Context: an optimization exercise on an open-source flow, tuned for small area, a short achievable clock period and few clock cycles. The choices shown serve that exercise and are no tape-out recipe. Function was checked by simulation only, so behaviour that the tests miss may differ from the original. Power is estimated from default activity; no workload was simulated.

==> module movegen_board_load, before the edit <==
module movegen_board_load (
  input  logic                   clk,
  input  logic                   i_rst_n,
  input  logic                   i_pos_valid,
  input  logic                   i_pos_sop,
  input  movegen_pkg::pos_data_t i_pos_data,
  output logic                   o_valid,
  output logic                   o_sop,
  output movegen_pkg::pos_data_t o_data,
  output movegen_pkg::square_t   o_square,
  output movegen_pkg::board_t    o_board
);
  logic                   valid_q;
  logic                   sop_q;
  movegen_pkg::pos_data_t data_q;
  movegen_pkg::board_t    board_q;
  movegen_pkg::square_t   count_q;
  always_ff @(posedge clk or negedge i_rst_n) begin
    if (!i_rst_n) begin
      valid_q <= 1'b0;
    end else begin
      valid_q <= i_pos_valid;
    end
  end
  always_ff @(posedge clk) begin
    sop_q <= i_pos_sop;
    data_q <= i_pos_data;
  end
  always_ff @(posedge clk) begin
    if (valid_q) begin
      board_q <= {data_q, board_q[255:4]};
    end
  end
  assign o_square = sop_q ? movegen_pkg::square_t'(0) : count_q;
  always_ff @(posedge clk) begin
    if (valid_q) begin
      count_q <= movegen_pkg::square_t'(o_square + 1'b1);
    end
  end
  assign o_valid = valid_q;
  assign o_sop = sop_q;
  assign o_data = data_q;
  assign o_board = board_q;
endmodule
==> module movegen_piece_stack, before the edit <==
module movegen_piece_stack (
  input  logic                   clk,
  input  logic                   i_valid,
  input  logic                   i_sop,
  input  movegen_pkg::pos_data_t i_data,
  input  movegen_pkg::square_t   i_square,
  output logic [1:0][2:0][6:0]   o_list,
  output logic [1:0][1:0]        o_count,
  output logic [1:0]             o_ovf,
  output logic [1:0]             o_first_v,
  output logic [1:0][6:0]        o_first
);
  logic [1:0][2:0][6:0] list_q;
  logic [1:0][1:0]      count_q;
  logic [1:0]           ovf_q;
  logic                 leaper;
  logic [1:0]           hit;
  logic [6:0]           entry;
  assign leaper = i_data[0] & ~i_data[1];
  assign hit[1] = i_valid & leaper & i_data[movegen_pkg::COLOUR_BIT];
  assign hit[0] = i_valid & leaper & ~i_data[movegen_pkg::COLOUR_BIT];
  assign entry = {i_data[2], i_square};
  always_ff @(posedge clk) begin
    for (int c = 0; c < 2; c++) begin
      if (i_valid & i_sop) begin
        count_q[c] <= {1'b0, hit[c]};
        ovf_q[c] <= 1'b0;
      end else if (hit[c]) begin
        if (count_q[c] == 2'd3) begin
          ovf_q[c] <= 1'b1;
        end else begin
          count_q[c] <= count_q[c] + 2'd1;
        end
      end
      if (hit[c]) begin
        list_q[c] <= {list_q[c][1:0], entry};
      end
    end
  end
  assign o_list = list_q;
  assign o_count = count_q;
  assign o_ovf = ovf_q;
  always_comb begin
    for (int c = 0; c < 2; c++) begin
      o_first_v[c] = hit[c] | (count_q[c] != 2'd0);
      o_first[c] = hit[c] ? entry : list_q[c][0];
    end
  end
endmodule
==> module movegen_uci_out, before the edit <==
module movegen_uci_out (
  input  logic                   clk,
  input  logic                   i_rst_n,
  input  logic                   i_start,
  input  logic                   i_side,
  input  logic                   i_valid,
  input  logic                   i_fin,
  input  logic                   i_knight,
  input  movegen_pkg::square_t   i_from,
  input  movegen_pkg::square_t   i_to,
  input  movegen_pkg::pos_data_t i_code,
  output logic                   o_uci_valid,
  output movegen_pkg::uci_move_t o_uci_data,
  output logic                   o_uci_sop,
  output logic                   o_uci_eop
);
  logic                   own;
  logic                   mv;
  movegen_pkg::uci_move_t word;
  movegen_pkg::uci_move_t pend_w;
  logic                   pend_v;
  logic                   first;
  logic                   out_pend;
  assign own = (i_code[2:0] != movegen_pkg::PIECE_NONE) &
               (i_code[movegen_pkg::COLOUR_BIT] == i_side);
  assign mv = i_valid & ~own;
  assign word = {i_knight ? movegen_pkg::PIECE_KNIGHT : movegen_pkg::PIECE_KING,
                 i_from, i_code[2:0], i_to};
  assign out_pend = pend_v & (mv | i_fin);
  always_ff @(posedge clk) begin
    if (mv) begin
      pend_w <= word;
    end
    o_uci_data <= pend_w;
  end
  always_ff @(posedge clk or negedge i_rst_n) begin
    if (!i_rst_n) begin
      pend_v <= 1'b0;
      first <= 1'b0;
      o_uci_valid <= 1'b0;
      o_uci_sop <= 1'b0;
      o_uci_eop <= 1'b0;
    end else if (i_start) begin
      pend_v <= 1'b0;
      first <= 1'b1;
      o_uci_valid <= 1'b0;
      o_uci_sop <= 1'b0;
      o_uci_eop <= 1'b0;
    end else begin
      o_uci_valid <= out_pend;
      o_uci_sop <= out_pend & first;
      o_uci_eop <= i_fin;
      if (out_pend) begin
        first <= 1'b0;
      end
      if (mv) begin
        pend_v <= 1'b1;
      end else if (i_fin) begin
        pend_v <= 1'b0;
      end
    end
  end
endmodule
Settings: LEC_CHECK=0, CAP_MARGIN=20, CORE_MARGIN=2, CORE_UTILIZATION=65, CTS_CLUSTER_DIAMETER=80, CTS_CLUSTER_SIZE=24, SLEW_MARGIN=20; clock period 9.0 ns.
standard.sh (not shown) runs the stock make flow with config.mk's settings and CLKGATE_MAP_FILE= SYNTH_SCRIPT=/design/flow/synth_recipe.tcl, a recipe that flattens the netlist after the stock synthesis.
==> flow/flow/run.sh <==
#!/bin/bash
# The standard layout, with timing repair aimed below the clock period: the
# repair steps keep working on any path slower than 9.0 - SETUP_SLACK_MARGIN ns.
# The clock period, constraints and synthesis are the standard flow's own.
set -euo pipefail
export SETUP_SLACK_MARGIN=6.5
bash standard.sh > standard_flow.log 2>&1
Testbench counts at the start, summed over its fixed seeds: cycles 29,871.
Edit:
--- a/flow/design.v
+++ b/flow/design.v
@@ -23,42 +23,28 @@
   output logic                   o_valid,
   output logic                   o_sop,
   output movegen_pkg::pos_data_t o_data,
   output movegen_pkg::square_t   o_square,
   output movegen_pkg::board_t    o_board
 );
-  logic                   valid_q;
-  logic                   sop_q;
-  movegen_pkg::pos_data_t data_q;
   movegen_pkg::board_t    board_q;
   movegen_pkg::square_t   count_q;
-  always_ff @(posedge clk or negedge i_rst_n) begin
-    if (!i_rst_n) begin
-      valid_q <= 1'b0;
-    end else begin
-      valid_q <= i_pos_valid;
-    end
-  end
-  always_ff @(posedge clk) begin
-    sop_q <= i_pos_sop;
-    data_q <= i_pos_data;
-  end
   always_ff @(posedge clk) begin
-    if (valid_q) begin
-      board_q <= {data_q, board_q[255:4]};
+    if (i_pos_valid) begin
+      board_q <= {i_pos_data, board_q[255:4]};
     end
   end
-  assign o_square = sop_q ? movegen_pkg::square_t'(0) : count_q;
+  assign o_square = i_pos_sop ? movegen_pkg::square_t'(0) : count_q;
   always_ff @(posedge clk) begin
-    if (valid_q) begin
+    if (i_pos_valid) begin
       count_q <= movegen_pkg::square_t'(o_square + 1'b1);
     end
   end
-  assign o_valid = valid_q;
-  assign o_sop = sop_q;
-  assign o_data = data_q;
+  assign o_valid = i_pos_valid;
+  assign o_sop = i_pos_sop;
+  assign o_data = i_pos_data;
   assign o_board = board_q;
 endmodule
 module movegen_piece_stack (
   input  logic                   clk,
   input  logic                   i_valid,
   input  logic                   i_sop,
@@ -99,14 +85,14 @@
   end
   assign o_list = list_q;
   assign o_count = count_q;
   assign o_ovf = ovf_q;
   always_comb begin
     for (int c = 0; c < 2; c++) begin
-      o_first_v[c] = hit[c] | (count_q[c] != 2'd0);
-      o_first[c] = hit[c] ? entry : list_q[c][0];
+      o_first_v[c] = (count_q[c] != 2'd0);
+      o_first[c] = list_q[c][0];
     end
   end
 endmodule
 module movegen_leaper_targets (
   input  movegen_pkg::square_t i_square,
   input  logic                 i_knight,
@@ -194,28 +180,30 @@
   output logic                   o_uci_sop,
   output logic                   o_uci_eop
 );
   logic                   own;
   logic                   mv;
   movegen_pkg::uci_move_t word;
-  movegen_pkg::uci_move_t pend_w;
+  logic [15:0]            pend_w;
+  logic [15:0]            out_w;
   logic                   pend_v;
   logic                   first;
   logic                   out_pend;
   assign own = (i_code[2:0] != movegen_pkg::PIECE_NONE) &
                (i_code[movegen_pkg::COLOUR_BIT] == i_side);
   assign mv = i_valid & ~own;
   assign word = {i_knight ? movegen_pkg::PIECE_KNIGHT : movegen_pkg::PIECE_KING,
                  i_from, i_code[2:0], i_to};
   assign out_pend = pend_v & (mv | i_fin);
   always_ff @(posedge clk) begin
     if (mv) begin
-      pend_w <= word;
+      pend_w <= {word[17], word[14:0]};
     end
-    o_uci_data <= pend_w;
+    out_w <= pend_w;
   end
+  assign o_uci_data = {out_w[15], 2'b01, out_w[14:0]};
   always_ff @(posedge clk or negedge i_rst_n) begin
     if (!i_rst_n) begin
       pend_v <= 1'b0;
       first <= 1'b0;
       o_uci_valid <= 1'b0;
       o_uci_sop <= 1'b0;
Total power decreases by 1.7%.
Die area drops by 2.3%.
Fmax shrinks by 0.87%.
Design area decreases by 3.6%.
Clock skew climbs by 0.024 ns.
Routed wire length decreases by 5.7%.
Register-to-register slack improves by 0.05 ns.
Flip-flop and latch count goes down by 6.
Core utilization came out lower by 1.9 points.
Cell count fell by 1.8%.
Via count decreases by 3.3%.
Testbench counts after the change, summed over its fixed seeds: cycles 29,871.

re-timing with driven ports:
No port has a modelled driver above. Below, the same layouts with a new extraction and two added sets of constraints. Step 1 assumes that a clkbuf_16 drives the clock port and a buf_2 every other input. Step 2 also shifts input and output timing later by t, the mid clock arrival at the registers, as if the neighbouring blocks saw the same clock. Three values: ideal, step 1, step 2; two values: the first two.
run	t (ns)	slack for setup (ns)	worst setup path at the end
the first run	0.569	6.174 / 6.124 / 5.865	input to register
the second run	0.583	6.149 / 6.097 / 5.912	input to register
After both steps every run listed still meets setup and hold. The setup slack of the first run, which loses most, moves by -0.050 ns with the drivers and by -0.309 ns with both steps.
